What follows belongs to an exercise in optimizing a design on an open flow for small area and a short achievable clock period; a production flow would make more cautious choices. Function was not checked in any run shown here: the RTL went through the layout flow alone. Power and IR drop assume default switching activity.

==> design.v <==
module gamma_interp_11bit #(
  parameter int OUT_W = 10
) (
  input  logic             clk,
  input  logic             rst_n,
  input  logic             i_hs,
  input  logic             i_vs,
  input  logic [4:0]       idx,
  input  logic [10:0]      pixel_in,
  input  logic [10:0]      lowLevel,
  input  logic [10:0]      highLevel,
  input  logic             lut_we,
  input  logic [5:0]       lut_addr,
  input  logic [OUT_W-1:0] lut_wdata,
  input  logic             lut_commit,
  output logic             commit_pending,
  output logic             o_hs,
  output logic             o_vs,
  output logic [OUT_W-1:0] pix_out
);
  localparam int N = 33;
  function automatic logic [9:0] ramp(input int k);
    logic [31:0] v;
    v = 32'(k) * 32;
    if (v > 1023) v = 1023;
    ramp = v[9:0];
  endfunction
  logic [9:0] r_shadow [N];
  logic [9:0] r_active [N];
  logic       r_act_ramp;    
  logic       r_pend;
  logic       r_vs_prev;
  logic       w_copy;
  assign w_copy         = r_pend & r_vs_prev & ~i_vs;
  assign commit_pending = r_pend;
  always_ff @(posedge clk or negedge rst_n) begin
    if (!rst_n) begin
      r_pend    <= 1'b0;
      r_vs_prev <= 1'b0;
    end else begin
      r_pend    <= lut_commit | (r_pend & ~w_copy);
      r_vs_prev <= i_vs;
    end
  end
  always_ff @(posedge clk or negedge rst_n) begin
    if (!rst_n) begin
      for (int k = 0; k < N; k++) r_shadow[k] <= ramp(k);
    end else if (lut_we && lut_addr <= 6'd32) begin
      r_shadow[lut_addr] <= lut_wdata;
    end
  end
  always_ff @(posedge clk or negedge rst_n) begin
    if (!rst_n) r_act_ramp <= 1'b1;
    else if (w_copy) r_act_ramp <= 1'b0;
  end
  always_ff @(posedge clk) begin
    if (w_copy)
      for (int k = 0; k < N; k++) r_active[k] <= r_shadow[k];
  end
  logic [15:0] w_so1;
  logic [16:0] w_se, w_so;
  logic [9:0]  w_ye, w_yo;
  logic [10:0] w_d, w_w;
  logic [3:0]  w_s;
  logic [4:0]  w_je;
  assign w_je = {1'b0, idx[4:1]} + {4'b0, idx[0]};
  always_comb begin
    for (int j = 0; j < 16; j++) w_so1[j] = (idx[4:1] == 4'(j));
    for (int j = 0; j < 17; j++) begin
      w_so[j] = (j < 16) ? (~r_act_ramp & w_so1[j % 16]) : 1'b0;
      w_se[j] = ~r_act_ramp & (((j < 16) ? (~idx[0] & w_so1[j % 16]) : 1'b0) |
                               ((j > 0) ? (idx[0] & w_so1[(j + 15) % 16]) : 1'b0));
    end
    w_ye = r_act_ramp ? (w_je[4] ? 10'h3ff : {w_je[3:0], 6'b0}) : 10'b0;
    w_yo = r_act_ramp ? {idx[4:1], 1'b1, 5'b0} : 10'b0;
    for (int j = 0; j < 17; j++) w_ye = w_ye | ({10{w_se[j]}} & r_active[2*j]);
    for (int j = 0; j < 16; j++) w_yo = w_yo | ({10{w_so[j]}} & r_active[2*j+1]);
  end
  assign w_d = pixel_in - lowLevel;
  assign w_w = highLevel - lowLevel;
  always_comb begin
    w_s = '0;
    for (int i = 0; i < 11; i++)
      if (w_w[i]) w_s = 4'(i);
  end
  logic [9:0]  r_ye_1, r_yo_1;
  logic        r_b_1;
  logic [10:0] r_d_1;
  logic [3:0]  r_s_1;
  logic        r_wz_1;
  logic        r_blank_1;
  always_ff @(posedge clk) begin
    r_ye_1 <= w_ye;
    r_yo_1 <= w_yo;
    r_b_1  <= idx[0];
    r_d_1  <= w_d;
    r_s_1  <= w_s;
    r_wz_1 <= (highLevel == lowLevel);
  end
  always_ff @(posedge clk or negedge rst_n) begin
    if (!rst_n) r_blank_1 <= 1'b1;
    else        r_blank_1 <= ~(i_hs & i_vs);
  end
  logic [9:0]         w_y0, w_y1;
  logic [10:0]        w_x;
  logic [20:0]        w_y0x;
  logic [20:0]        w_yr;
  logic [12:0]        w_db;
  logic [5:0]         w_one, w_two, w_ng;
  logic [11:0]        w_pp0, w_pp1, w_pp2, w_pp3, w_pp4, w_pp5;
  logic [22:0]        w_sa, w_sb;
  assign w_y0  = r_b_1 ? r_yo_1 : r_ye_1;
  assign w_y1  = r_b_1 ? r_ye_1 : r_yo_1;
  assign w_y0x = {10'b0, w_y0, 1'b1};
  assign w_yr  = (w_y0x << r_s_1) >> 1;
  assign w_db  = r_wz_1 ? 13'b0 : {1'b0, r_d_1, 1'b0};
  logic xs_g0_0;
  assign xs_g0_0 = w_y1[0] & ~w_y0[0];
  logic xs_g1_0;
  assign xs_g1_0 = w_y1[1] & ~w_y0[1];
  logic xs_g2_0;
  assign xs_g2_0 = w_y1[2] & ~w_y0[2];
  logic xs_g3_0;
  assign xs_g3_0 = w_y1[3] & ~w_y0[3];
  logic xs_g4_0;
  assign xs_g4_0 = w_y1[4] & ~w_y0[4];
  logic xs_g5_0;
  assign xs_g5_0 = w_y1[5] & ~w_y0[5];
  logic xs_g6_0;
  assign xs_g6_0 = w_y1[6] & ~w_y0[6];
  logic xs_g7_0;
  assign xs_g7_0 = w_y1[7] & ~w_y0[7];
  logic xs_g8_0;
  assign xs_g8_0 = w_y1[8] & ~w_y0[8];
  logic xs_g9_0;
  assign xs_g9_0 = w_y1[9] & ~w_y0[9];
  logic xs_g10_0;
  assign xs_g10_0 = 1'b0 & 1'b1;
  logic xs_p0;
  assign xs_p0 = w_y1[0] ^ ~w_y0[0];
  logic xs_p1;
  assign xs_p1 = w_y1[1] ^ ~w_y0[1];
  logic xs_p2;
  assign xs_p2 = w_y1[2] ^ ~w_y0[2];
  logic xs_p3;
  assign xs_p3 = w_y1[3] ^ ~w_y0[3];
  logic xs_p4;
  assign xs_p4 = w_y1[4] ^ ~w_y0[4];
  logic xs_p5;
  assign xs_p5 = w_y1[5] ^ ~w_y0[5];
  logic xs_p6;
  assign xs_p6 = w_y1[6] ^ ~w_y0[6];
  logic xs_p7;
  assign xs_p7 = w_y1[7] ^ ~w_y0[7];
  logic xs_p8;
  assign xs_p8 = w_y1[8] ^ ~w_y0[8];
  logic xs_p9;
  assign xs_p9 = w_y1[9] ^ ~w_y0[9];
  logic xs_p10;
  assign xs_p10 = 1'b0 ^ 1'b1;
  logic xs_g0_c;
  assign xs_g0_c = xs_g0_0 | (xs_p0 & 1'b1);
  logic xs_g1_1;
  assign xs_g1_1 = xs_g1_0 | (xs_p1 & xs_g0_c);
  logic xs_q1_1;
  assign xs_q1_1 = xs_p1 & xs_p0;
  logic xs_g3_1;
  assign xs_g3_1 = xs_g3_0 | (xs_p3 & xs_g2_0);
  logic xs_q3_1;
  assign xs_q3_1 = xs_p3 & xs_p2;
  logic xs_g5_1;
  assign xs_g5_1 = xs_g5_0 | (xs_p5 & xs_g4_0);
  logic xs_q5_1;
  assign xs_q5_1 = xs_p5 & xs_p4;
  logic xs_g7_1;
  assign xs_g7_1 = xs_g7_0 | (xs_p7 & xs_g6_0);
  logic xs_q7_1;
  assign xs_q7_1 = xs_p7 & xs_p6;
  logic xs_g9_1;
  assign xs_g9_1 = xs_g9_0 | (xs_p9 & xs_g8_0);
  logic xs_q9_1;
  assign xs_q9_1 = xs_p9 & xs_p8;
  logic xs_g2_2;
  assign xs_g2_2 = xs_g2_0 | (xs_p2 & xs_g1_1);
  logic xs_q2_2;
  assign xs_q2_2 = xs_p2 & xs_q1_1;
  logic xs_g3_2;
  assign xs_g3_2 = xs_g3_1 | (xs_q3_1 & xs_g1_1);
  logic xs_q3_2;
  assign xs_q3_2 = xs_q3_1 & xs_q1_1;
  logic xs_g6_2;
  assign xs_g6_2 = xs_g6_0 | (xs_p6 & xs_g5_1);
  logic xs_q6_2;
  assign xs_q6_2 = xs_p6 & xs_q5_1;
  logic xs_g7_2;
  assign xs_g7_2 = xs_g7_1 | (xs_q7_1 & xs_g5_1);
  logic xs_q7_2;
  assign xs_q7_2 = xs_q7_1 & xs_q5_1;
  logic xs_g10_2;
  assign xs_g10_2 = xs_g10_0 | (xs_p10 & xs_g9_1);
  logic xs_q10_2;
  assign xs_q10_2 = xs_p10 & xs_q9_1;
  logic xs_g4_3;
  assign xs_g4_3 = xs_g4_0 | (xs_p4 & xs_g3_2);
  logic xs_q4_3;
  assign xs_q4_3 = xs_p4 & xs_q3_2;
  logic xs_g5_3;
  assign xs_g5_3 = xs_g5_1 | (xs_q5_1 & xs_g3_2);
  logic xs_q5_3;
  assign xs_q5_3 = xs_q5_1 & xs_q3_2;
  logic xs_g6_3;
  assign xs_g6_3 = xs_g6_2 | (xs_q6_2 & xs_g3_2);
  logic xs_q6_3;
  assign xs_q6_3 = xs_q6_2 & xs_q3_2;
  logic xs_g7_3;
  assign xs_g7_3 = xs_g7_2 | (xs_q7_2 & xs_g3_2);
  logic xs_q7_3;
  assign xs_q7_3 = xs_q7_2 & xs_q3_2;
  logic xs_g8_4;
  assign xs_g8_4 = xs_g8_0 | (xs_p8 & xs_g7_3);
  logic xs_q8_4;
  assign xs_q8_4 = xs_p8 & xs_q7_3;
  logic xs_g9_4;
  assign xs_g9_4 = xs_g9_1 | (xs_q9_1 & xs_g7_3);
  logic xs_q9_4;
  assign xs_q9_4 = xs_q9_1 & xs_q7_3;
  logic xs_g10_4;
  assign xs_g10_4 = xs_g10_2 | (xs_q10_2 & xs_g7_3);
  logic xs_q10_4;
  assign xs_q10_4 = xs_q10_2 & xs_q7_3;
  assign w_x[0] = (xs_p0 ^ 1'b1);
  assign w_x[1] = (xs_p1 ^ xs_g0_c);
  assign w_x[2] = (xs_p2 ^ xs_g1_1);
  assign w_x[3] = (xs_p3 ^ xs_g2_2);
  assign w_x[4] = (xs_p4 ^ xs_g3_2);
  assign w_x[5] = (xs_p5 ^ xs_g4_3);
  assign w_x[6] = (xs_p6 ^ xs_g5_3);
  assign w_x[7] = (xs_p7 ^ xs_g6_3);
  assign w_x[8] = (xs_p8 ^ xs_g7_3);
  assign w_x[9] = (xs_p9 ^ xs_g8_4);
  assign w_x[10] = (xs_p10 ^ xs_g9_4);
  always_comb begin
    for (int j = 0; j < 6; j++) begin
      w_one[j] = w_db[2*j+1] ^ w_db[2*j];
      w_two[j] = (w_db[2*j+2] & ~w_db[2*j+1] & ~w_db[2*j]) |
                 (~w_db[2*j+2] & w_db[2*j+1] & w_db[2*j]);
      w_ng[j]  = w_db[2*j+2] & ~(w_db[2*j+1] & w_db[2*j]);
    end
  end
  function automatic logic [11:0] bpp(input logic [10:0] x, input logic one,
                                      input logic two, input logic ng);
    logic [11:0] m;
    m = one ? {x[10], x} : (two ? {x, 1'b0} : 12'b0);
    bpp = m ^ {12{ng}};
  endfunction
  assign w_pp0 = bpp(w_x, w_one[0], w_two[0], w_ng[0]);
  assign w_pp1 = bpp(w_x, w_one[1], w_two[1], w_ng[1]);
  assign w_pp2 = bpp(w_x, w_one[2], w_two[2], w_ng[2]);
  assign w_pp3 = bpp(w_x, w_one[3], w_two[3], w_ng[3]);
  assign w_pp4 = bpp(w_x, w_one[4], w_two[4], w_ng[4]);
  assign w_pp5 = bpp(w_x, w_one[5], w_two[5], w_ng[5]);
  logic t0s;
  assign t0s = w_pp0[10] ^ w_pp1[8];
  logic t0c;
  assign t0c = w_pp0[10] & w_pp1[8];
  logic t1s;
  assign t1s = w_pp0[11] ^ w_pp1[9];
  logic t1c;
  assign t1c = w_pp0[11] & w_pp1[9];
  logic t2s;
  assign t2s = w_pp0[11] ^ w_pp1[10];
  logic t2c;
  assign t2c = w_pp0[11] & w_pp1[10];
  logic t3s;
  assign t3s = ~w_pp0[11] ^ ~w_pp1[11];
  logic t3c;
  assign t3c = ~w_pp0[11] & ~w_pp1[11];
  logic t4s;
  assign t4s = w_pp0[6] ^ w_pp1[4];
  logic t4c;
  assign t4c = w_pp0[6] & w_pp1[4];
  logic t5s;
  assign t5s = w_pp0[7] ^ w_pp1[5];
  logic t5c;
  assign t5c = w_pp0[7] & w_pp1[5];
  logic t6s;
  assign t6s = w_pp0[8] ^ w_pp1[6] ^ w_pp2[4];
  logic t6c;
  assign t6c = (w_pp0[8] & w_pp1[6]) | (w_pp0[8] & w_pp2[4]) | (w_pp1[6] & w_pp2[4]);
  logic t7s;
  assign t7s = w_pp3[2] ^ w_pp4[0];
  logic t7c;
  assign t7c = w_pp3[2] & w_pp4[0];
  logic t8s;
  assign t8s = w_pp0[9] ^ w_pp1[7] ^ w_pp2[5];
  logic t8c;
  assign t8c = (w_pp0[9] & w_pp1[7]) | (w_pp0[9] & w_pp2[5]) | (w_pp1[7] & w_pp2[5]);
  logic t9s;
  assign t9s = w_pp3[3] ^ w_pp4[1];
  logic t9c;
  assign t9c = w_pp3[3] & w_pp4[1];
  logic t10s;
  assign t10s = w_pp2[6] ^ w_pp3[4] ^ w_pp4[2];
  logic t10c;
  assign t10c = (w_pp2[6] & w_pp3[4]) | (w_pp2[6] & w_pp4[2]) | (w_pp3[4] & w_pp4[2]);
  logic t11s;
  assign t11s = w_pp5[0] ^ w_ng[5] ^ t0s;
  logic t11c;
  assign t11c = (w_pp5[0] & w_ng[5]) | (w_pp5[0] & t0s) | (w_ng[5] & t0s);
  logic t12s;
  assign t12s = w_pp2[7] ^ w_pp3[5] ^ w_pp4[3];
  logic t12c;
  assign t12c = (w_pp2[7] & w_pp3[5]) | (w_pp2[7] & w_pp4[3]) | (w_pp3[5] & w_pp4[3]);
  logic t13s;
  assign t13s = w_pp5[1] ^ t0c ^ t1s;
  logic t13c;
  assign t13c = (w_pp5[1] & t0c) | (w_pp5[1] & t1s) | (t0c & t1s);
  logic t14s;
  assign t14s = w_pp2[8] ^ w_pp3[6] ^ w_pp4[4];
  logic t14c;
  assign t14c = (w_pp2[8] & w_pp3[6]) | (w_pp2[8] & w_pp4[4]) | (w_pp3[6] & w_pp4[4]);
  logic t15s;
  assign t15s = w_pp5[2] ^ t1c ^ t2s;
  logic t15c;
  assign t15c = (w_pp5[2] & t1c) | (w_pp5[2] & t2s) | (t1c & t2s);
  logic t16s;
  assign t16s = w_pp2[9] ^ w_pp3[7] ^ w_pp4[5];
  logic t16c;
  assign t16c = (w_pp2[9] & w_pp3[7]) | (w_pp2[9] & w_pp4[5]) | (w_pp3[7] & w_pp4[5]);
  logic t17s;
  assign t17s = w_pp5[3] ^ t2c ^ t3s;
  logic t17c;
  assign t17c = (w_pp5[3] & t2c) | (w_pp5[3] & t3s) | (t2c & t3s);
  logic t18s;
  assign t18s = 1'b1 ^ w_pp2[10] ^ w_pp3[8];
  logic t18c;
  assign t18c = (1'b1 & w_pp2[10]) | (1'b1 & w_pp3[8]) | (w_pp2[10] & w_pp3[8]);
  logic t19s;
  assign t19s = w_pp4[6] ^ w_pp5[4] ^ t3c;
  logic t19c;
  assign t19c = (w_pp4[6] & w_pp5[4]) | (w_pp4[6] & t3c) | (w_pp5[4] & t3c);
  logic t20s;
  assign t20s = ~w_pp2[11] ^ w_pp3[9] ^ w_pp4[7];
  logic t20c;
  assign t20c = (~w_pp2[11] & w_pp3[9]) | (~w_pp2[11] & w_pp4[7]) | (w_pp3[9] & w_pp4[7]);
  logic t21s;
  assign t21s = 1'b1 ^ w_pp3[10];
  logic t21c;
  assign t21c = 1'b1 & w_pp3[10];
  logic t22s;
  assign t22s = w_pp0[4] ^ w_pp1[2];
  logic t22c;
  assign t22c = w_pp0[4] & w_pp1[2];
  logic t23s;
  assign t23s = w_pp0[5] ^ w_pp1[3];
  logic t23c;
  assign t23c = w_pp0[5] & w_pp1[3];
  logic t24s;
  assign t24s = w_pp2[2] ^ w_pp3[0] ^ w_ng[3];
  logic t24c;
  assign t24c = (w_pp2[2] & w_pp3[0]) | (w_pp2[2] & w_ng[3]) | (w_pp3[0] & w_ng[3]);
  logic t25s;
  assign t25s = w_pp2[3] ^ w_pp3[1] ^ t4c;
  logic t25c;
  assign t25c = (w_pp2[3] & w_pp3[1]) | (w_pp2[3] & t4c) | (w_pp3[1] & t4c);
  logic t26s;
  assign t26s = w_ng[4] ^ t5c ^ t6s;
  logic t26c;
  assign t26c = (w_ng[4] & t5c) | (w_ng[4] & t6s) | (t5c & t6s);
  logic t27s;
  assign t27s = t6c ^ t7c ^ t8s;
  logic t27c;
  assign t27c = (t6c & t7c) | (t6c & t8s) | (t7c & t8s);
  logic t28s;
  assign t28s = t8c ^ t9c ^ t10s;
  logic t28c;
  assign t28c = (t8c & t9c) | (t8c & t10s) | (t9c & t10s);
  logic t29s;
  assign t29s = t10c ^ t11c ^ t12s;
  logic t29c;
  assign t29c = (t10c & t11c) | (t10c & t12s) | (t11c & t12s);
  logic t30s;
  assign t30s = t12c ^ t13c ^ t14s;
  logic t30c;
  assign t30c = (t12c & t13c) | (t12c & t14s) | (t13c & t14s);
  logic t31s;
  assign t31s = t14c ^ t15c ^ t16s;
  logic t31c;
  assign t31c = (t14c & t15c) | (t14c & t16s) | (t15c & t16s);
  logic t32s;
  assign t32s = t16c ^ t17c ^ t18s;
  logic t32c;
  assign t32c = (t16c & t17c) | (t16c & t18s) | (t17c & t18s);
  logic t33s;
  assign t33s = w_pp5[5] ^ t18c ^ t19c;
  logic t33c;
  assign t33c = (w_pp5[5] & t18c) | (w_pp5[5] & t19c) | (t18c & t19c);
  logic t34s;
  assign t34s = w_pp4[8] ^ w_pp5[6] ^ t20c;
  logic t34c;
  assign t34c = (w_pp4[8] & w_pp5[6]) | (w_pp4[8] & t20c) | (w_pp5[6] & t20c);
  logic t35s;
  assign t35s = ~w_pp3[11] ^ w_pp4[9] ^ w_pp5[7];
  logic t35c;
  assign t35c = (~w_pp3[11] & w_pp4[9]) | (~w_pp3[11] & w_pp5[7]) | (w_pp4[9] & w_pp5[7]);
  logic t36s;
  assign t36s = 1'b1 ^ w_pp4[10];
  logic t36c;
  assign t36c = 1'b1 & w_pp4[10];
  logic t37s;
  assign t37s = w_pp0[2] ^ w_pp1[0];
  logic t37c;
  assign t37c = w_pp0[2] & w_pp1[0];
  logic t38s;
  assign t38s = w_pp0[3] ^ w_pp1[1];
  logic t38c;
  assign t38c = w_pp0[3] & w_pp1[1];
  logic t39s;
  assign t39s = w_pp2[0] ^ w_ng[2] ^ t22s;
  logic t39c;
  assign t39c = (w_pp2[0] & w_ng[2]) | (w_pp2[0] & t22s) | (w_ng[2] & t22s);
  logic t40s;
  assign t40s = w_pp2[1] ^ t22c ^ t23s;
  logic t40c;
  assign t40c = (w_pp2[1] & t22c) | (w_pp2[1] & t23s) | (t22c & t23s);
  logic t41s;
  assign t41s = t4s ^ t23c ^ t24s;
  logic t41c;
  assign t41c = (t4s & t23c) | (t4s & t24s) | (t23c & t24s);
  logic t42s;
  assign t42s = t5s ^ t24c ^ t25s;
  logic t42c;
  assign t42c = (t5s & t24c) | (t5s & t25s) | (t24c & t25s);
  logic t43s;
  assign t43s = t7s ^ t25c ^ t26s;
  logic t43c;
  assign t43c = (t7s & t25c) | (t7s & t26s) | (t25c & t26s);
  logic t44s;
  assign t44s = t9s ^ t26c ^ t27s;
  logic t44c;
  assign t44c = (t9s & t26c) | (t9s & t27s) | (t26c & t27s);
  logic t45s;
  assign t45s = t11s ^ t27c ^ t28s;
  logic t45c;
  assign t45c = (t11s & t27c) | (t11s & t28s) | (t27c & t28s);
  logic t46s;
  assign t46s = t13s ^ t28c ^ t29s;
  logic t46c;
  assign t46c = (t13s & t28c) | (t13s & t29s) | (t28c & t29s);
  logic t47s;
  assign t47s = t15s ^ t29c ^ t30s;
  logic t47c;
  assign t47c = (t15s & t29c) | (t15s & t30s) | (t29c & t30s);
  logic t48s;
  assign t48s = t17s ^ t30c ^ t31s;
  logic t48c;
  assign t48c = (t17s & t30c) | (t17s & t31s) | (t30c & t31s);
  logic t49s;
  assign t49s = t19s ^ t31c ^ t32s;
  logic t49c;
  assign t49c = (t19s & t31c) | (t19s & t32s) | (t31c & t32s);
  logic t50s;
  assign t50s = t20s ^ t32c ^ t33s;
  logic t50c;
  assign t50c = (t20s & t32c) | (t20s & t33s) | (t32c & t33s);
  logic t51s;
  assign t51s = t21s ^ t33c ^ t34s;
  logic t51c;
  assign t51c = (t21s & t33c) | (t21s & t34s) | (t33c & t34s);
  logic t52s;
  assign t52s = t21c ^ t34c ^ t35s;
  logic t52c;
  assign t52c = (t21c & t34c) | (t21c & t35s) | (t34c & t35s);
  logic t53s;
  assign t53s = w_pp5[8] ^ t35c ^ t36s;
  logic t53c;
  assign t53c = (w_pp5[8] & t35c) | (w_pp5[8] & t36s) | (t35c & t36s);
  logic t54s;
  assign t54s = ~w_pp4[11] ^ w_pp5[9] ^ t36c;
  logic t54c;
  assign t54c = (~w_pp4[11] & w_pp5[9]) | (~w_pp4[11] & t36c) | (w_pp5[9] & t36c);
  logic t55s;
  assign t55s = 1'b1 ^ w_pp5[10];
  logic t55c;
  assign t55c = 1'b1 & w_pp5[10];
  assign w_sa[0] = w_pp0[0];
  assign w_sb[0] = w_ng[0];
  assign w_sa[1] = w_pp0[1];
  assign w_sb[1] = 1'b0;
  assign w_sa[2] = w_ng[1];
  assign w_sb[2] = t37s;
  assign w_sa[3] = t37c;
  assign w_sb[3] = t38s;
  assign w_sa[4] = t38c;
  assign w_sb[4] = t39s;
  assign w_sa[5] = t39c;
  assign w_sb[5] = t40s;
  assign w_sa[6] = t40c;
  assign w_sb[6] = t41s;
  assign w_sa[7] = t41c;
  assign w_sb[7] = t42s;
  assign w_sa[8] = t42c;
  assign w_sb[8] = t43s;
  assign w_sa[9] = t43c;
  assign w_sb[9] = t44s;
  assign w_sa[10] = t44c;
  assign w_sb[10] = t45s;
  assign w_sa[11] = t45c;
  assign w_sb[11] = t46s;
  assign w_sa[12] = t46c;
  assign w_sb[12] = t47s;
  assign w_sa[13] = t47c;
  assign w_sb[13] = t48s;
  assign w_sa[14] = t48c;
  assign w_sb[14] = t49s;
  assign w_sa[15] = t49c;
  assign w_sb[15] = t50s;
  assign w_sa[16] = t50c;
  assign w_sb[16] = t51s;
  assign w_sa[17] = t51c;
  assign w_sb[17] = t52s;
  assign w_sa[18] = t52c;
  assign w_sb[18] = t53s;
  assign w_sa[19] = t53c;
  assign w_sb[19] = t54s;
  assign w_sa[20] = t54c;
  assign w_sb[20] = t55s;
  assign w_sa[21] = ~w_pp5[11];
  assign w_sb[21] = t55c;
  assign w_sa[22] = 1'b1;
  assign w_sb[22] = 1'b0;
  logic [22:0] r_sa_2, r_sb_2;
  logic [20:0] r_yr_2;
  logic [3:0]  r_s_2;
  logic        r_blank_2;
  always_ff @(posedge clk) begin
    r_sa_2 <= w_sa;
    r_sb_2 <= w_sb;
    r_yr_2 <= w_yr;
    r_s_2  <= r_s_1;
  end
  always_ff @(posedge clk or negedge rst_n) begin
    if (!rst_n) r_blank_2 <= 1'b1;
    else        r_blank_2 <= r_blank_1;
  end
  logic [22:0]        w_yr2, w_ta, w_tb, w_t;
  logic signed [22:0] w_r;
  logic [9:0]         w_pix;
  assign w_yr2 = {2'b0, r_yr_2};
  assign w_ta  = r_sa_2 ^ r_sb_2 ^ w_yr2;
  assign w_tb  = {((r_sa_2[21:0] & r_sb_2[21:0]) | (r_sa_2[21:0] & w_yr2[21:0]) |
                   (r_sb_2[21:0] & w_yr2[21:0])), 1'b0};
  logic ts_g0_0;
  assign ts_g0_0 = w_ta[0] & w_tb[0];
  logic ts_g1_0;
  assign ts_g1_0 = w_ta[1] & w_tb[1];
  logic ts_g2_0;
  assign ts_g2_0 = w_ta[2] & w_tb[2];
  logic ts_g3_0;
  assign ts_g3_0 = w_ta[3] & w_tb[3];
  logic ts_g4_0;
  assign ts_g4_0 = w_ta[4] & w_tb[4];
  logic ts_g5_0;
  assign ts_g5_0 = w_ta[5] & w_tb[5];
  logic ts_g6_0;
  assign ts_g6_0 = w_ta[6] & w_tb[6];
  logic ts_g7_0;
  assign ts_g7_0 = w_ta[7] & w_tb[7];
  logic ts_g8_0;
  assign ts_g8_0 = w_ta[8] & w_tb[8];
  logic ts_g9_0;
  assign ts_g9_0 = w_ta[9] & w_tb[9];
  logic ts_g10_0;
  assign ts_g10_0 = w_ta[10] & w_tb[10];
  logic ts_g11_0;
  assign ts_g11_0 = w_ta[11] & w_tb[11];
  logic ts_g12_0;
  assign ts_g12_0 = w_ta[12] & w_tb[12];
  logic ts_g13_0;
  assign ts_g13_0 = w_ta[13] & w_tb[13];
  logic ts_g14_0;
  assign ts_g14_0 = w_ta[14] & w_tb[14];
  logic ts_g15_0;
  assign ts_g15_0 = w_ta[15] & w_tb[15];
  logic ts_g16_0;
  assign ts_g16_0 = w_ta[16] & w_tb[16];
  logic ts_g17_0;
  assign ts_g17_0 = w_ta[17] & w_tb[17];
  logic ts_g18_0;
  assign ts_g18_0 = w_ta[18] & w_tb[18];
  logic ts_g19_0;
  assign ts_g19_0 = w_ta[19] & w_tb[19];
  logic ts_g20_0;
  assign ts_g20_0 = w_ta[20] & w_tb[20];
  logic ts_g21_0;
  assign ts_g21_0 = w_ta[21] & w_tb[21];
  logic ts_g22_0;
  assign ts_g22_0 = w_ta[22] & w_tb[22];
  logic ts_p0;
  assign ts_p0 = w_ta[0] ^ w_tb[0];
  logic ts_p1;
  assign ts_p1 = w_ta[1] ^ w_tb[1];
  logic ts_p2;
  assign ts_p2 = w_ta[2] ^ w_tb[2];
  logic ts_p3;
  assign ts_p3 = w_ta[3] ^ w_tb[3];
  logic ts_p4;
  assign ts_p4 = w_ta[4] ^ w_tb[4];
  logic ts_p5;
  assign ts_p5 = w_ta[5] ^ w_tb[5];
  logic ts_p6;
  assign ts_p6 = w_ta[6] ^ w_tb[6];
  logic ts_p7;
  assign ts_p7 = w_ta[7] ^ w_tb[7];
  logic ts_p8;
  assign ts_p8 = w_ta[8] ^ w_tb[8];
  logic ts_p9;
  assign ts_p9 = w_ta[9] ^ w_tb[9];
  logic ts_p10;
  assign ts_p10 = w_ta[10] ^ w_tb[10];
  logic ts_p11;
  assign ts_p11 = w_ta[11] ^ w_tb[11];
  logic ts_p12;
  assign ts_p12 = w_ta[12] ^ w_tb[12];
  logic ts_p13;
  assign ts_p13 = w_ta[13] ^ w_tb[13];
  logic ts_p14;
  assign ts_p14 = w_ta[14] ^ w_tb[14];
  logic ts_p15;
  assign ts_p15 = w_ta[15] ^ w_tb[15];
  logic ts_p16;
  assign ts_p16 = w_ta[16] ^ w_tb[16];
  logic ts_p17;
  assign ts_p17 = w_ta[17] ^ w_tb[17];
  logic ts_p18;
  assign ts_p18 = w_ta[18] ^ w_tb[18];
  logic ts_p19;
  assign ts_p19 = w_ta[19] ^ w_tb[19];
  logic ts_p20;
  assign ts_p20 = w_ta[20] ^ w_tb[20];
  logic ts_p21;
  assign ts_p21 = w_ta[21] ^ w_tb[21];
  logic ts_p22;
  assign ts_p22 = w_ta[22] ^ w_tb[22];
  logic ts_g1_1;
  assign ts_g1_1 = ts_g1_0 | (ts_p1 & ts_g0_0);
  logic ts_q1_1;
  assign ts_q1_1 = ts_p1 & ts_p0;
  logic ts_g3_1;
  assign ts_g3_1 = ts_g3_0 | (ts_p3 & ts_g2_0);
  logic ts_q3_1;
  assign ts_q3_1 = ts_p3 & ts_p2;
  logic ts_g5_1;
  assign ts_g5_1 = ts_g5_0 | (ts_p5 & ts_g4_0);
  logic ts_q5_1;
  assign ts_q5_1 = ts_p5 & ts_p4;
  logic ts_g7_1;
  assign ts_g7_1 = ts_g7_0 | (ts_p7 & ts_g6_0);
  logic ts_q7_1;
  assign ts_q7_1 = ts_p7 & ts_p6;
  logic ts_g9_1;
  assign ts_g9_1 = ts_g9_0 | (ts_p9 & ts_g8_0);
  logic ts_q9_1;
  assign ts_q9_1 = ts_p9 & ts_p8;
  logic ts_g11_1;
  assign ts_g11_1 = ts_g11_0 | (ts_p11 & ts_g10_0);
  logic ts_q11_1;
  assign ts_q11_1 = ts_p11 & ts_p10;
  logic ts_g13_1;
  assign ts_g13_1 = ts_g13_0 | (ts_p13 & ts_g12_0);
  logic ts_q13_1;
  assign ts_q13_1 = ts_p13 & ts_p12;
  logic ts_g15_1;
  assign ts_g15_1 = ts_g15_0 | (ts_p15 & ts_g14_0);
  logic ts_q15_1;
  assign ts_q15_1 = ts_p15 & ts_p14;
  logic ts_g17_1;
  assign ts_g17_1 = ts_g17_0 | (ts_p17 & ts_g16_0);
  logic ts_q17_1;
  assign ts_q17_1 = ts_p17 & ts_p16;
  logic ts_g19_1;
  assign ts_g19_1 = ts_g19_0 | (ts_p19 & ts_g18_0);
  logic ts_q19_1;
  assign ts_q19_1 = ts_p19 & ts_p18;
  logic ts_g21_1;
  assign ts_g21_1 = ts_g21_0 | (ts_p21 & ts_g20_0);
  logic ts_q21_1;
  assign ts_q21_1 = ts_p21 & ts_p20;
  logic ts_g2_2;
  assign ts_g2_2 = ts_g2_0 | (ts_p2 & ts_g1_1);
  logic ts_q2_2;
  assign ts_q2_2 = ts_p2 & ts_q1_1;
  logic ts_g3_2;
  assign ts_g3_2 = ts_g3_1 | (ts_q3_1 & ts_g1_1);
  logic ts_q3_2;
  assign ts_q3_2 = ts_q3_1 & ts_q1_1;
  logic ts_g6_2;
  assign ts_g6_2 = ts_g6_0 | (ts_p6 & ts_g5_1);
  logic ts_q6_2;
  assign ts_q6_2 = ts_p6 & ts_q5_1;
  logic ts_g7_2;
  assign ts_g7_2 = ts_g7_1 | (ts_q7_1 & ts_g5_1);
  logic ts_q7_2;
  assign ts_q7_2 = ts_q7_1 & ts_q5_1;
  logic ts_g10_2;
  assign ts_g10_2 = ts_g10_0 | (ts_p10 & ts_g9_1);
  logic ts_q10_2;
  assign ts_q10_2 = ts_p10 & ts_q9_1;
  logic ts_g11_2;
  assign ts_g11_2 = ts_g11_1 | (ts_q11_1 & ts_g9_1);
  logic ts_q11_2;
  assign ts_q11_2 = ts_q11_1 & ts_q9_1;
  logic ts_g14_2;
  assign ts_g14_2 = ts_g14_0 | (ts_p14 & ts_g13_1);
  logic ts_q14_2;
  assign ts_q14_2 = ts_p14 & ts_q13_1;
  logic ts_g15_2;
  assign ts_g15_2 = ts_g15_1 | (ts_q15_1 & ts_g13_1);
  logic ts_q15_2;
  assign ts_q15_2 = ts_q15_1 & ts_q13_1;
  logic ts_g18_2;
  assign ts_g18_2 = ts_g18_0 | (ts_p18 & ts_g17_1);
  logic ts_q18_2;
  assign ts_q18_2 = ts_p18 & ts_q17_1;
  logic ts_g19_2;
  assign ts_g19_2 = ts_g19_1 | (ts_q19_1 & ts_g17_1);
  logic ts_q19_2;
  assign ts_q19_2 = ts_q19_1 & ts_q17_1;
  logic ts_g22_2;
  assign ts_g22_2 = ts_g22_0 | (ts_p22 & ts_g21_1);
  logic ts_q22_2;
  assign ts_q22_2 = ts_p22 & ts_q21_1;
  logic ts_g4_3;
  assign ts_g4_3 = ts_g4_0 | (ts_p4 & ts_g3_2);
  logic ts_q4_3;
  assign ts_q4_3 = ts_p4 & ts_q3_2;
  logic ts_g5_3;
  assign ts_g5_3 = ts_g5_1 | (ts_q5_1 & ts_g3_2);
  logic ts_q5_3;
  assign ts_q5_3 = ts_q5_1 & ts_q3_2;
  logic ts_g6_3;
  assign ts_g6_3 = ts_g6_2 | (ts_q6_2 & ts_g3_2);
  logic ts_q6_3;
  assign ts_q6_3 = ts_q6_2 & ts_q3_2;
  logic ts_g7_3;
  assign ts_g7_3 = ts_g7_2 | (ts_q7_2 & ts_g3_2);
  logic ts_q7_3;
  assign ts_q7_3 = ts_q7_2 & ts_q3_2;
  logic ts_g12_3;
  assign ts_g12_3 = ts_g12_0 | (ts_p12 & ts_g11_2);
  logic ts_q12_3;
  assign ts_q12_3 = ts_p12 & ts_q11_2;
  logic ts_g13_3;
  assign ts_g13_3 = ts_g13_1 | (ts_q13_1 & ts_g11_2);
  logic ts_q13_3;
  assign ts_q13_3 = ts_q13_1 & ts_q11_2;
  logic ts_g14_3;
  assign ts_g14_3 = ts_g14_2 | (ts_q14_2 & ts_g11_2);
  logic ts_q14_3;
  assign ts_q14_3 = ts_q14_2 & ts_q11_2;
  logic ts_g15_3;
  assign ts_g15_3 = ts_g15_2 | (ts_q15_2 & ts_g11_2);
  logic ts_q15_3;
  assign ts_q15_3 = ts_q15_2 & ts_q11_2;
  logic ts_g20_3;
  assign ts_g20_3 = ts_g20_0 | (ts_p20 & ts_g19_2);
  logic ts_q20_3;
  assign ts_q20_3 = ts_p20 & ts_q19_2;
  logic ts_g21_3;
  assign ts_g21_3 = ts_g21_1 | (ts_q21_1 & ts_g19_2);
  logic ts_q21_3;
  assign ts_q21_3 = ts_q21_1 & ts_q19_2;
  logic ts_g22_3;
  assign ts_g22_3 = ts_g22_2 | (ts_q22_2 & ts_g19_2);
  logic ts_q22_3;
  assign ts_q22_3 = ts_q22_2 & ts_q19_2;
  logic ts_g8_4;
  assign ts_g8_4 = ts_g8_0 | (ts_p8 & ts_g7_3);
  logic ts_q8_4;
  assign ts_q8_4 = ts_p8 & ts_q7_3;
  logic ts_g9_4;
  assign ts_g9_4 = ts_g9_1 | (ts_q9_1 & ts_g7_3);
  logic ts_q9_4;
  assign ts_q9_4 = ts_q9_1 & ts_q7_3;
  logic ts_g10_4;
  assign ts_g10_4 = ts_g10_2 | (ts_q10_2 & ts_g7_3);
  logic ts_q10_4;
  assign ts_q10_4 = ts_q10_2 & ts_q7_3;
  logic ts_g11_4;
  assign ts_g11_4 = ts_g11_2 | (ts_q11_2 & ts_g7_3);
  logic ts_q11_4;
  assign ts_q11_4 = ts_q11_2 & ts_q7_3;
  logic ts_g12_4;
  assign ts_g12_4 = ts_g12_3 | (ts_q12_3 & ts_g7_3);
  logic ts_q12_4;
  assign ts_q12_4 = ts_q12_3 & ts_q7_3;
  logic ts_g13_4;
  assign ts_g13_4 = ts_g13_3 | (ts_q13_3 & ts_g7_3);
  logic ts_q13_4;
  assign ts_q13_4 = ts_q13_3 & ts_q7_3;
  logic ts_g14_4;
  assign ts_g14_4 = ts_g14_3 | (ts_q14_3 & ts_g7_3);
  logic ts_q14_4;
  assign ts_q14_4 = ts_q14_3 & ts_q7_3;
  logic ts_g15_4;
  assign ts_g15_4 = ts_g15_3 | (ts_q15_3 & ts_g7_3);
  logic ts_q15_4;
  assign ts_q15_4 = ts_q15_3 & ts_q7_3;
  logic ts_g16_5;
  assign ts_g16_5 = ts_g16_0 | (ts_p16 & ts_g15_4);
  logic ts_q16_5;
  assign ts_q16_5 = ts_p16 & ts_q15_4;
  logic ts_g17_5;
  assign ts_g17_5 = ts_g17_1 | (ts_q17_1 & ts_g15_4);
  logic ts_q17_5;
  assign ts_q17_5 = ts_q17_1 & ts_q15_4;
  logic ts_g18_5;
  assign ts_g18_5 = ts_g18_2 | (ts_q18_2 & ts_g15_4);
  logic ts_q18_5;
  assign ts_q18_5 = ts_q18_2 & ts_q15_4;
  logic ts_g19_5;
  assign ts_g19_5 = ts_g19_2 | (ts_q19_2 & ts_g15_4);
  logic ts_q19_5;
  assign ts_q19_5 = ts_q19_2 & ts_q15_4;
  logic ts_g20_5;
  assign ts_g20_5 = ts_g20_3 | (ts_q20_3 & ts_g15_4);
  logic ts_q20_5;
  assign ts_q20_5 = ts_q20_3 & ts_q15_4;
  logic ts_g21_5;
  assign ts_g21_5 = ts_g21_3 | (ts_q21_3 & ts_g15_4);
  logic ts_q21_5;
  assign ts_q21_5 = ts_q21_3 & ts_q15_4;
  logic ts_g22_5;
  assign ts_g22_5 = ts_g22_3 | (ts_q22_3 & ts_g15_4);
  logic ts_q22_5;
  assign ts_q22_5 = ts_q22_3 & ts_q15_4;
  assign w_t[0] = ts_p0;
  assign w_t[1] = (ts_p1 ^ ts_g0_0);
  assign w_t[2] = (ts_p2 ^ ts_g1_1);
  assign w_t[3] = (ts_p3 ^ ts_g2_2);
  assign w_t[4] = (ts_p4 ^ ts_g3_2);
  assign w_t[5] = (ts_p5 ^ ts_g4_3);
  assign w_t[6] = (ts_p6 ^ ts_g5_3);
  assign w_t[7] = (ts_p7 ^ ts_g6_3);
  assign w_t[8] = (ts_p8 ^ ts_g7_3);
  assign w_t[9] = (ts_p9 ^ ts_g8_4);
  assign w_t[10] = (ts_p10 ^ ts_g9_4);
  assign w_t[11] = (ts_p11 ^ ts_g10_4);
  assign w_t[12] = (ts_p12 ^ ts_g11_4);
  assign w_t[13] = (ts_p13 ^ ts_g12_4);
  assign w_t[14] = (ts_p14 ^ ts_g13_4);
  assign w_t[15] = (ts_p15 ^ ts_g14_4);
  assign w_t[16] = (ts_p16 ^ ts_g15_4);
  assign w_t[17] = (ts_p17 ^ ts_g16_5);
  assign w_t[18] = (ts_p18 ^ ts_g17_5);
  assign w_t[19] = (ts_p19 ^ ts_g18_5);
  assign w_t[20] = (ts_p20 ^ ts_g19_5);
  assign w_t[21] = (ts_p21 ^ ts_g20_5);
  assign w_t[22] = (ts_p22 ^ ts_g21_5);
  assign w_r = $signed(w_t) >>> r_s_2;
  always_comb begin
    if (r_blank_2)          w_pix = '0;
    else if (w_r[22])       w_pix = '0;
    else if (|w_r[21:10])   w_pix = 10'h3ff;
    else                    w_pix = w_r[9:0];
  end
  logic [2:0] r_hs_d, r_vs_d;
  logic [9:0] r_pix;
  always_ff @(posedge clk or negedge rst_n) begin
    if (!rst_n) begin
      r_hs_d <= '0;
      r_vs_d <= '0;
      r_pix  <= '0;
    end else begin
      r_hs_d <= {r_hs_d[1:0], i_hs};
      r_vs_d <= {r_vs_d[1:0], i_vs};
      r_pix  <= w_pix;
    end
  end
  assign o_hs    = r_hs_d[2];
  assign o_vs    = r_vs_d[2];
  assign pix_out = r_pix;
endmodule
==> run.sh <==
#!/bin/bash
# synth_recipe.tcl (not shown) runs the flow's synth.tcl, then flattens the netlist and writes it again
# the make line also repeats each setting of config.mk as NAME=value (left out here)
make -C /OpenROAD-flow-scripts/flow DESIGN_CONFIG=/design/flow/config.mk WORK_HOME=/design/flow/orfs CLKGATE_MAP_FILE= SYNTH_SCRIPT=/design/flow/synth_recipe.tcl finish
==> config.mk <==
export PLATFORM = sky130hd
export DESIGN_NAME = gamma_interp_11bit
export DESIGN_NICKNAME = gamma_interp_11bit
export VERILOG_FILES = /design/flow/design.v
export SDC_FILE = /design/flow/constraint.sdc
export NUM_CORES = 4
export LEC_CHECK = 0
export ABC_CLOCK_PERIOD_IN_PS = 3000
export CAP_MARGIN = 20
export CORE_MARGIN = 2
export CORE_UTILIZATION = 40
export SETUP_SLACK_MARGIN = 5
export SLEW_MARGIN = 20
==> constraint.sdc <==
create_clock -name core_clock -period 10.0 [get_ports {clk}]
set_input_delay 2.0000 -clock core_clock [delete_from_list [all_inputs] [get_ports {clk}]]
set_output_delay 2.0000 -clock core_clock [all_outputs]
set_load 0.01 [all_outputs]
==> impl_results.html, run 1 <==
<table>
<tr><th>Metric</th><th>Value</th></tr>
<tr><th colspan="2">Power and ir drop</th></tr>
<tr><td>Worst vdd ir</td><td>0.0002517 V</td></tr>
<tr><td>Reported leakage power</td><td>0.01659 uW</td></tr>
<tr><td>Sequential cell fraction of total power</td><td>31.9%</td></tr>
<tr><td>Cell internal power dissipation</td><td>8067 uW</td></tr>
<tr><td>Part of the power in the clock network</td><td>24.2%</td></tr>
<tr><td>Logic gate share of total power</td><td>43.8%</td></tr>
<tr><td>Power density relative to cell area</td><td>319.3 nW/um2</td></tr>
<tr><td>Switching share of power</td><td>37.78%</td></tr>
<tr><td>Sw Pwr</td><td>4897 uW</td></tr>
<tr><th colspan="2">Critical path</th></tr>
<tr><td>WP data required</td><td>10510 ps</td></tr>
<tr><td>Cell Chain, Critical Path</td><td>mux2i_1, ha_2, inv_2, fa_2, a21o_1, a21o_1, a21o_1, a21oi_2, o21ai_2, ha_4, a211oi_4, xnor2_2, buf_6, buf_4, a21oi_2, xnor2_1, ha_1, inv_2, fa_2, fa_1, inv_1, fa_1</td></tr>
<tr><td>Slowest stage cell on the critical path</td><td>fa_1</td></tr>
<tr><td>Start of the worst register-to-register path</td><td>r_b_1</td></tr>
<tr><td>Reg-to-reg slack, setup</td><td>5170 ps</td></tr>
<tr><td>Reg-to-reg critical path endpoint</td><td>r_sb_2[12]</td></tr>
<tr><td>Depth of the worst register-to-register path</td><td>22</td></tr>
<tr><td>Largest stage delay on the critical path</td><td>490 ps</td></tr>
<tr><td>Worst setup path class</td><td>flip-flop to flip-flop</td></tr>
<tr><td>Maximum fanout along the worst path</td><td>6</td></tr>
<tr><td>Most repeated library cell on the critical path</td><td>a21o_1</td></tr>
<tr><td>Data arrival time of the critical path</td><td>5340 ps</td></tr>
<tr><td>Sort of element at the start of the critical path</td><td>flip-flop</td></tr>
<tr><td>Endpoint type of the worst setup path</td><td>flip-flop</td></tr>
<tr><th colspan="2">Outcome</th></tr>
<tr><td>Result of the run</td><td>timing/DRC/antenna clean</td></tr>
<tr><th colspan="2">Layout</th></tr>
<tr><td>Post-route core utilization</td><td>46.66%</td></tr>
<tr><td>Total number of nets in the final design</td><td>2968</td></tr>
<tr><td>Final antenna diode count</td><td>0</td></tr>
<tr><td>Filler-free cell count of the finished design</td><td>3995</td></tr>
<tr><td>Area added between synthesis and finish</td><td>15.18%</td></tr>
<tr><td>Share of cells above drive strength 1</td><td>26.44%</td></tr>
<tr><th colspan="2">CTS</th></tr>
<tr><td>Number of levels the H-tree was split into</td><td>3</td></tr>
<tr><td>Insertion delay to the later sink of the worst-skew pair</td><td>660 ps</td></tr>
<tr><td>Clock tree from TritonCTS</td><td>yes</td></tr>
<tr><td>Root Buffer</td><td>clkbuf_16</td></tr>
<tr><td>Clock input transition at the sequential cells of the worst setup and hold paths</td><td>60 ps</td></tr>
<tr><td>Num CTS Buffers</td><td>83</td></tr>
<tr><td>Num Clock Sinks</td><td>784</td></tr>
<tr><td>Buffers from clock root to sink, at most</td><td>3</td></tr>
<tr><th colspan="2">Routing</th></tr>
<tr><td>Routed vias/inst</td><td>5.499</td></tr>
<tr><td>Final ANT Viol Nets</td><td>0</td></tr>
<tr><td>Post-DR wirelength/cell</td><td>22.77 um</td></tr>
<tr><td>Number of DRC violations after detailed-routing iteration 0</td><td>1702</td></tr>
<tr><td>Detailed-route via count</td><td>21.97k</td></tr>
<tr><td>Wire length reported by the detailed router</td><td>90970 um</td></tr>
<tr><td>DRC violation count after routing</td><td>0</td></tr>
<tr><td>First drt pass iteration count</td><td>5</td></tr>
<tr><th colspan="2">STA</th></tr>
<tr><td>Final hold viol count</td><td>0</td></tr>
<tr><td>Number of endpoints failing setup at the final stage</td><td>0</td></tr>
<tr><td>Unrepaired setup endpoints after global routing</td><td>true</td></tr>
<tr><td>Setup TNS</td><td>0 ps</td></tr>
<tr><td>Hold Worst Slack</td><td>350.8 ps</td></tr>
<tr><td>Post-layout min period</td><td>4832 ps</td></tr>
<tr><td>Maximum clock skew at final layout</td><td>36.88 ps</td></tr>
<tr><td>Final worst slack</td><td>5168 ps</td></tr>
<tr><td>Slew at the pin with the worst max-slew slack</td><td>1069 ps</td></tr>
<tr><td>Fmax achieved</td><td>206.9 MHz</td></tr>
<tr><td>Final Cycle Share</td><td>48.32%</td></tr>
<tr><td>Count of final max-slew check failures</td><td>0</td></tr>
<tr><td>Worst max-slew margin expressed relative to the limit</td><td>28.63%</td></tr>
<tr><th colspan="2">Placed design</th></tr>
<tr><td>Port-buffer cells</td><td>72</td></tr>
<tr><td>Number of placed cells counting well taps</td><td>3816</td></tr>
<tr><td>Final estimated routing congestion in global placement</td><td>0.8579</td></tr>
<tr><td>Post-detail-place hpwl</td><td>58650 um</td></tr>
<tr><td>Worst setup slack after placement</td><td>4394 ps</td></tr>
<tr><th colspan="2">Logic synthesis</th></tr>
<tr><td>Ys async rst share</td><td>44.64%</td></tr>
<tr><td>Synth Warn #</td><td>3</td></tr>
<tr><td>Portion of the post-synthesis area used by sequential elements</td><td>59.19%</td></tr>
<tr><td>Cell count after synthesis</td><td>2662</td></tr>
<tr><td>Synthesized area per cell</td><td>13.24 um2</td></tr>
<tr><td>Netlist area before placement</td><td>35260 um2</td></tr>
<tr><td>Most instantiated flip-flop cell in the synthesis netlist</td><td>edfxtp_1</td></tr>
<tr><td>Synth cell types</td><td>90</td></tr>
<tr><td>Number of synthesized flops with an enable pin</td><td>330</td></tr>
<tr><td>Number of register bits inferred by synthesis</td><td>784</td></tr>
<tr><td>Synthesized net count</td><td>2861</td></tr>
<tr><th colspan="2">Die</th></tr>
<tr><td>Starting density of the core</td><td>40.51%</td></tr>
<tr><td>Total Die Area</td><td>90530 um2</td></tr>
<tr><td>Die Y-Extent</td><td>300.9 um</td></tr>
<tr><td>Standard cell core area</td><td>87020 um2</td></tr>
<tr><td># IOs</td><td>73</td></tr>
<tr><td>FP Rows</td><td>108</td></tr>
<tr><td>X dimension of the die</td><td>300.9 um</td></tr>
<tr><th colspan="2">GRT</th></tr>
<tr><td>GR Overflow Total</td><td>0</td></tr>
<tr><td>Initial antenna violation count</td><td>2</td></tr>
<tr><td>First-pass GRT wire length</td><td>137700 um</td></tr>
<tr><td>Pin count of the biggest net entering global routing</td><td>151</td></tr>
<tr><td>GRT Total Usage</td><td>20.08%</td></tr>
<tr><td>Number of global-route vias before repair</td><td>22.26k</td></tr>
<tr><th colspan="2">Worst hold path</th></tr>
<tr><td>Terminating pin of the worst hold path</td><td>r_hs_d[1]</td></tr>
<tr><td>Cell depth of the worst hold path</td><td>0</td></tr>
<tr><td>HP Start</td><td>r_hs_d[0]</td></tr>
<tr><td>Type of the tightest min-delay check</td><td>flip-flop to flip-flop</td></tr>
<tr><th colspan="2">Flow run</th></tr>
<tr><td>Number of maximum-capacitance constraint violations</td><td>0</td></tr>
</table>
cell usage after synthesis (all sizes together) (46+ instances only):
library cell | n | area share, %
inv | 159 | 1.7
o21ai | 79 | 1.1
xnor2 | 48 | 1.2
ha | 74 | 2.6
fa | 65 | 3.7
nor2 | 145 | 1.5
dfrtp | 257 | 18
dfxtp | 104 | 5.9
nand2 | 131 | 1.4
mux2 | 353 | 11
a221oi | 46 | 1.1
a21oi | 81 | 1.3
dfstp | 93 | 6.9
mux2i | 46 | 1.3
a22oi | 70 | 1.5
edfxtp | 330 | 28
clkbuf | 112 | 1.2
cell type report:
cell class / instances / area, um2
fill: 7796 / 46420
sequential: 784 / 20870
multi-input combinational: 1586 / 13470
clock buffer: 112 / 2316
tap: 1155 / 1445
timing repair buffer: 153 / 1361
inverter: 161 / 606.8
clock inverter: 44 / 534.3
metal layers:
layer / vias to the layer above / wire length, um / part of all wire (%) / GRT usage, %
met2: 556 / 45690 / 50 / 34.82
met4: 2 / 1733 / 1.9 / 4.963
met5: - / 13 / 0.014 / 0
met1: 11350 / 38970 / 43 / 26.40
li1: 9949 / - / - / -
met3: 113 / 4561 / 5.0 / 3.023
critical path, delay by kind of cell, from the launching register on:
family / cells / cell delay, ps
AO/OA/AOI/OAI: 7 / 1110
flip-flops: 1 / 400
buffers and inverters: 5 / 420
XOR/XNOR: 2 / 320
multiplexers: 1 / 210
adder cells (fa/ha/maj): 7 / 2240
cells by family after synthesis:
kind of cell             count (synthesis)  synth area share, %
AO/OA/AOI/OAI                          468                9.792
adder cells (fa/ha/maj)                139                6.317
multiplexers                           400                12.65
XOR/XNOR                                81                2.012
flip-flops                             784                59.19
AND/OR/NAND/NOR                        498                6.828
buffers and inverters                  292                3.219
flip-flops by register name, summed over array words and instances (netlist names):
name        flops
r_pix          10
r_sb_2         21
r_d_1          11
r_yo_1         10
r_b_1           1
r_blank_2       1
r_act_ramp      1
r_shadow      330
r_sa_2         22
r_ye_1         10
r_yr_2         20
r_s_1           4
r_wz_1          1
r_s_2           4
r_blank_1       1
r_active      330
r_pend          1
r_vs_d          3
r_hs_d          3
layout by cell type, fill, tap and decap left out, drive strengths merged, types with 9 or more instances in the layout:
cell,synthesis,routed
mux2,353,353
edfxtp,330,330
dfrtp,257,257
inv,159,163
nor2,145,145
nand2,131,131
clkbuf,112,113
dfxtp,104,104
dfstp,93,93
buf,19,84
a21oi,81,81
o21ai,79,79
ha,74,74
a22oi,70,70
clkdlybuf4s50,0,68
fa,65,65
xnor2,48,48
a221oi,46,46
mux2i,46,46
nor3,40,40
a22o,35,35
nor2b,34,34
nand3,33,33
xor2,33,33
clkinv,2,30
nand4,22,22
a21o,21,21
nand2b,19,19
a211oi,18,18
a222oi,17,17
and3,13,13
o31ai,12,12
o22ai,12,12
a21boi,11,11
o211ai,11,11
and2,10,10
a2111oi,9,9
how the worst max path moves through the flow:
stage / to / slack (ps) / depth (start not counted) / from
6_report: r_sb_2[12] / 5170 / 22 / r_b_1
5_1_grt: r_sb_2[12] / 4950 / 22 / r_b_1
4_1_cts: r_pix[5] / 5010 / 20 / r_sb_2[9]
3_5_place_dp: r_sb_2[15] / 4390 / 19 / r_b_1
3_3_place_gp: r_sb_2[15] / 4460 / 20 / r_b_1
2_1_floorplan: r_active[0][0] / 2560 / 2 / i_vs
power groups by stage:
stage	Clock, uW	Combinational, uW	Sequential, uW
final	3140	5680	4140
after global routing	3340	6380	4190
after CTS	3210	5520	4140
after detailed placement	0	5500	4210
after global placement	0	5340	4190
after floorplan	0	4220	4100
repair_timing:
action	CTS	global route
resized for setup	5	25
buffers inserted	3	19
pin swaps	1	13
setup endpoints to repair	31	27
gates cloned	0	1
hold buffers	0	0
metrics by stage:
step | power [uW] | area (um2)
after floorplan | 8320 | 35350
final | 12960 | 40610
after global routing | 13900 | 40610
after CTS | 12880 | 40340
after global placement | 9528 | 37440
after detailed placement | 9704 | 37450
==> run 2, diff against run 1 <==
==> flow/run.sh (new file) <==
#!/bin/bash
set -euo pipefail
MARGIN=$(cat flow/margin.txt)
bash standard.sh SETUP_SLACK_MARGIN=$MARGIN finish > standard.log 2>&1
==> flow/margin.txt (new file) <==
6.8
==> standard.sh (new file) <==
#!/bin/bash
# synth_recipe.tcl (not shown) runs the flow's synth.tcl, then flattens the netlist and writes it again
# the make line also repeats each setting of config.mk as NAME=value (left out here)
make -C /OpenROAD-flow-scripts/flow DESIGN_CONFIG=/design/flow/config.mk WORK_HOME=/design/flow/orfs CLKGATE_MAP_FILE= SYNTH_SCRIPT=/design/flow/synth_recipe.tcl "${@:-finish}"
--- a/config.mk
+++ b/config.mk
@@ -11,3 +11,2 @@
 export CORE_UTILIZATION = 40
-export SETUP_SLACK_MARGIN = 5
 export SLEW_MARGIN = 20
removed: run.sh
==> run 2 against run 1 <==
Compared with the run above: critical path depth is 2 lower; non-clock buffer count increased by 142; global-route usage increased by 1.4 points; register-to-register slack better by 90 ps; setup slack better by 93 ps; clock skew rose by 7.3 ps; via count increased by 4.4%; routed wire length increased by 7.9%; hold slack improved by 0.54 ps; critical endpoint unchanged; highest routed layer is now met4.
==> impl_results.html, run 2 <==
<table>
<tr><th>Metric</th><th>Value</th></tr>
<tr><th colspan="2">Placed design</th></tr>
<tr><td>Port-buffer cells</td><td>72</td></tr>
<tr><td>Number of placed cells counting well taps</td><td>3786</td></tr>
<tr><td>Post-detail-place hpwl</td><td>59920 um</td></tr>
<tr><td>Final estimated routing congestion in global placement</td><td>0.8526</td></tr>
<tr><th colspan="2">Power and ir drop</th></tr>
<tr><td>Worst vdd ir</td><td>0.0004659 V</td></tr>
<tr><td>Power density relative to cell area</td><td>315.2 nW/um2</td></tr>
<tr><td>Reported leakage power</td><td>0.01793 uW</td></tr>
<tr><th colspan="2">Layout</th></tr>
<tr><td>Area added between synthesis and finish</td><td>24.77%</td></tr>
<tr><td>Most common library cell in the layout ignoring fill and taps</td><td>edfxtp_1</td></tr>
<tr><td>Total number of nets in the final design</td><td>3112</td></tr>
<tr><td>Final antenna diode count</td><td>0</td></tr>
<tr><td>Highest-count cells in the layout ignoring fill and taps</td><td>edfxtp_1, mux2_2, dfrtp_1</td></tr>
<tr><td>Layout filler cell count</td><td>7402</td></tr>
<tr><td>Post-route core utilization</td><td>50.55%</td></tr>
<tr><td>Share of cells above drive strength 1</td><td>38.74%</td></tr>
<tr><td>Biggest regs</td><td>r_active (330), r_shadow (330), r_sa_2 (22)</td></tr>
<tr><td>Area taken by flip-flops and latches</td><td>20880 um2</td></tr>
<tr><td>Area taken by multi-input logic gates</td><td>15120 um2</td></tr>
<tr><td>Filler-free cell count of the finished design</td><td>4139</td></tr>
<tr><th colspan="2">Logic synthesis</th></tr>
<tr><td>Most instantiated cells after synthesis</td><td>mux2_2, edfxtp_1, dfrtp_1, inv_1, nor2_1</td></tr>
<tr><td>Biggest area contributors in the synthesized netlist</td><td>edfxtp_1, dfrtp_1, mux2_2</td></tr>
<tr><td>Compound-Gate Fraction of Synth Area</td><td>9.792%</td></tr>
<tr><td>Area fraction in and, or, nand and nor cells after synthesis</td><td>6.828%</td></tr>
<tr><td>Portion of the post-synthesis area used by sequential elements</td><td>59.19%</td></tr>
<tr><td>XOR/XNOR Fraction of Synth Area</td><td>2.012%</td></tr>
<tr><td>Share of Yosys cell area claimed by the top area cell type</td><td>28.11%</td></tr>
<tr><td>Synthesized net count</td><td>2861</td></tr>
<tr><td>Ys async rst share</td><td>44.64%</td></tr>
<tr><td>Cell count after synthesis</td><td>2662</td></tr>
<tr><td>Leading cell type by number of instances after synthesis</td><td>mux2_2</td></tr>
<tr><td>Cell accounting for the most synthesized area</td><td>edfxtp_1</td></tr>
<tr><td>Synth Warn #</td><td>3</td></tr>
<tr><td>Synthesized area per cell</td><td>13.24 um2</td></tr>
<tr><td>Largest family of logic cells by synthesized area</td><td>multiplexers</td></tr>
<tr><td>Number of register bits inferred by synthesis</td><td>784</td></tr>
<tr><td>Netlist area before placement</td><td>35260 um2</td></tr>
<tr><td>Number of synthesized flops with an enable pin</td><td>330</td></tr>
<tr><td>Synth cell types</td><td>90</td></tr>
<tr><td>Mux cell area share after synthesis</td><td>12.65%</td></tr>
<tr><td>Most instantiated flip-flop cell in the synthesis netlist</td><td>edfxtp_1</td></tr>
<tr><td>Adder-cell share of the synthesized area</td><td>6.317%</td></tr>
<tr><th colspan="2">Critical path</th></tr>
<tr><td>Reg-to-reg slack, setup</td><td>5260 ps</td></tr>
<tr><td>Depth of the worst register-to-register path</td><td>20</td></tr>
<tr><td>Maximum fanout along the worst path</td><td>6</td></tr>
<tr><td>Slowest stage cell on the critical path</td><td>fa_1</td></tr>
<tr><td>Cell Chain, Critical Path</td><td>mux2i_1, ha_2, inv_2, fa_2, a21o_1, a21o_1, a21o_1, a21oi_4, o21ai_4, buf_4, o211ai_1, and4_4, mux2i_2, nor2_2, ha_1, inv_2, fa_2, fa_1, inv_2, fa_2</td></tr>
<tr><td>Data arrival time of the critical path</td><td>5320 ps</td></tr>
<tr><td>Sort of element at the start of the critical path</td><td>flip-flop</td></tr>
<tr><td>Reg-to-reg critical path endpoint</td><td>r_sb_2[12]</td></tr>
<tr><td>Gate family responsible for the most delay along the worst path</td><td>adder cells</td></tr>
<tr><td>Worst setup path class</td><td>flip-flop to flip-flop</td></tr>
<tr><td>Crit. path cell count</td><td>20</td></tr>
<tr><td>Endpoint type of the worst setup path</td><td>flip-flop</td></tr>
<tr><td>Worst setup startpoint</td><td>r_b_1</td></tr>
<tr><td>Number of buffer and inverter instances along the worst setup path</td><td>4</td></tr>
<tr><td>Start of the worst register-to-register path</td><td>r_b_1</td></tr>
<tr><td>WP data required</td><td>10580 ps</td></tr>
<tr><td>Worst Setup EP</td><td>r_sb_2[12]</td></tr>
<tr><td>Largest stage delay on the critical path</td><td>520 ps</td></tr>
<tr><th colspan="2">Die</th></tr>
<tr><td>Total Die Area</td><td>90530 um2</td></tr>
<tr><td>Starting density of the core</td><td>40.51%</td></tr>
<tr><td>Die Y-Extent</td><td>300.9 um</td></tr>
<tr><td>FP Rows</td><td>108</td></tr>
<tr><td>Standard cell core area</td><td>87020 um2</td></tr>
<tr><td>X dimension of the die</td><td>300.9 um</td></tr>
<tr><td># IOs</td><td>73</td></tr>
<tr><th colspan="2">CTS</th></tr>
<tr><td>Root Buffer</td><td>clkbuf_16</td></tr>
<tr><td>Num CTS Buffers</td><td>83</td></tr>
<tr><td>Number of buffers inserted by hold repair at cts</td><td>0</td></tr>
<tr><td>Buffers from clock root to sink, at most</td><td>3</td></tr>
<tr><td>Number of levels the H-tree was split into</td><td>3</td></tr>
<tr><td>Clock input transition at the sequential cells of the worst setup and hold paths</td><td>60 ps</td></tr>
<tr><td>Clock tree from TritonCTS</td><td>yes</td></tr>
<tr><td>Num Clock Sinks</td><td>784</td></tr>
<tr><td>Insertion delay to the later sink of the worst-skew pair</td><td>660 ps</td></tr>
<tr><th colspan="2">STA</th></tr>
<tr><td>Post-layout min period</td><td>4740 ps</td></tr>
<tr><td>Fmax achieved</td><td>211.0 MHz</td></tr>
<tr><td>Unrepaired setup endpoints after global routing</td><td>true</td></tr>
<tr><td>Final Cycle Share</td><td>47.40%</td></tr>
<tr><td>Final hold viol count</td><td>0</td></tr>
<tr><td>Number of endpoints failing setup at the final stage</td><td>0</td></tr>
<tr><td>Worst max-slew margin expressed relative to the limit</td><td>26.61%</td></tr>
<tr><td>Setup TNS</td><td>0 ps</td></tr>
<tr><td>Slew at the pin with the worst max-slew slack</td><td>1101 ps</td></tr>
<tr><td>Maximum clock skew at final layout</td><td>44.13 ps</td></tr>
<tr><td>Count of final max-slew check failures</td><td>0</td></tr>
<tr><td>Hold Worst Slack</td><td>351.3 ps</td></tr>
<tr><th colspan="2">GRT</th></tr>
<tr><td>Met3 Usage GRT</td><td>3.348%</td></tr>
<tr><td>Grt peak-use layer</td><td>met2</td></tr>
<tr><td>First-pass GRT wire length</td><td>147200 um</td></tr>
<tr><td>Number of global-route vias before repair</td><td>23.57k</td></tr>
<tr><td>Pin count of the biggest net entering global routing</td><td>163</td></tr>
<tr><td>GR Overflow Total</td><td>0</td></tr>
<tr><td>Global-route met2 utilization</td><td>36.49%</td></tr>
<tr><td>GRT Total Usage</td><td>21.46%</td></tr>
<tr><td>Initial antenna violation count</td><td>2</td></tr>
<tr><td>Met1 usage</td><td>28.51%</td></tr>
<tr><th colspan="2">Worst hold path</th></tr>
<tr><td>Type of the tightest min-delay check</td><td>flip-flop to flip-flop</td></tr>
<tr><th colspan="2">Routing</th></tr>
<tr><td>Detailed-route via count</td><td>22.94k</td></tr>
<tr><td>Routed vias/inst</td><td>5.541</td></tr>
<tr><td>DRC violation count after routing</td><td>0</td></tr>
<tr><td>Post-DR wirelength/cell</td><td>23.72 um</td></tr>
<tr><td>Wire length reported by the detailed router</td><td>98180 um</td></tr>
<tr><td>Number of DRC violations after detailed-routing iteration 0</td><td>1836</td></tr>
<tr><td>Final ANT Viol Nets</td><td>0</td></tr>
<tr><td>First drt pass iteration count</td><td>9</td></tr>
<tr><th colspan="2">Flow run</th></tr>
<tr><td>Number of maximum-capacitance constraint violations</td><td>0</td></tr>
<tr><th colspan="2">Outcome</th></tr>
<tr><td>Result of the run</td><td>timing/DRC/antenna clean</td></tr>
</table>
[run 2: cell counts after synthesis]
Identical to the previous run, type by type.
[run 2: cell type report]
cell class	count	share of cell area, %
clock buffers	116	5.302
clock inverters	40	1.126
inverters	161	1.442
multi-input cells	1588	34.38
flip-flops and latches	784	47.47
well taps	1155	3.285
repair buffers	295	6.994
[run 2: worst min-delay path by stage]
stage	slack, ps	cells past startpoint	end	start
after detailed placement	340	0	r_vs_d[2]	r_vs_d[1]
after CTS	350	0	r_vs_d[2]	r_vs_d[1]
after global placement	330	0	r_hs_d[1]	r_hs_d[0]
after global routing	360	0	r_hs_d[1]	r_hs_d[0]
after floorplan	330	0	r_s_2[0]	r_s_1[0]
final	350	0	r_vs_d[2]	r_vs_d[1]
[run 2: cell families (layout without fill, tap and decap cells)]
| kind of cell | count (synthesis) | count (layout) |
|---|---|---|
| adder cells (fa/ha/maj) | 139 | 139 |
| XOR/XNOR | 81 | 82 |
| buffers and inverters | 292 | 612 |
| multiplexers | 400 | 400 |
| AO/OA/AOI/OAI | 468 | 468 |
| flip-flops | 784 | 784 |
| AND/OR/NAND/NOR | 498 | 499 |
[run 2: per-layer routing]
metal / vias to the layer above / wire (um)
met1: 11850 / 41730
met5: - / 0
met4: 0 / 2109
li1: 10240 / -
met2: 704 / 48650
met3: 149 / 5688
[run 2: metrics by stage]
stage / power [uW] / setup WS, ps / instance area [um2]
after floorplan: 8579 / 2561 / 36490
after global placement: 9807 / 4493 / 38130
after detailed placement: 9989 / 4373 / 38140
after CTS: 13710 / 5211 / 43140
after global routing: 14880 / 5059 / 43990
final: 13870 / 5260 / 43990
[run 2: power breakdown]
group	internal, uW	switching [uW]
sequential	3920	239
clock	1810	1340
combinational	2910	3660
total	8630	5230
[run 2: worst reg2reg max path, stage by stage (launching register included)]
cell	delay [ps]
dfxtp_4	390
mux2i_1	220
ha_2	200
inv_2	40
fa_2	380
a21o_1	190
a21o_1	170
a21o_1	190
a21oi_4	170
o21ai_4	90
buf_4	150
o211ai_1	90
and4_4	320
mux2i_2	240
nor2_2	80
ha_1	310
inv_2	40
fa_2	380
fa_1	520
inv_2	40
fa_2	510
[run 2: timing repair]
| action | 4_1_cts | 5_1_grt |
|---|---|---|
| gates resized for setup | 319 | 114 |
| setup endpoints to repair | 796 | 410 |
| buffers inserted | 143 | 45 |
| pin swaps | 105 | 86 |
| gates cloned | 5 | 4 |

port drivers added, routing unchanged:
Ports are ideal in the flow. The routed layouts listed here were re-timed in OpenROAD. Step 1 assumes that a clkbuf_16 drives the clock port and a buf_2 every other input. Step 2 also shifts input and output timing later by t, the mid clock arrival at the registers, as if the neighbouring blocks saw the same clock. Slacks: no drivers / after step 1 / after step 2; pairs: no drivers / after step 1.
run | shift t [ns] | slack for setup (ns) | worst hold slack (ns) | latest minus earliest clock arrival (ns)
run 1 | 0.702 | 5.168 / 5.168 / 4.631 | 0.351 / 0.351 / 0.351 | 0.043 / 0.043
run 2 | 0.704 | 5.260 / 5.260 / 5.260 | 0.351 / 0.351 / 0.351 | 0.048 / 0.048
After both steps setup and hold are still met in every run listed. For run 1, which loses most, drivers alone change the setup slack by 0.000 ns; drivers and shift together by -0.537 ns.
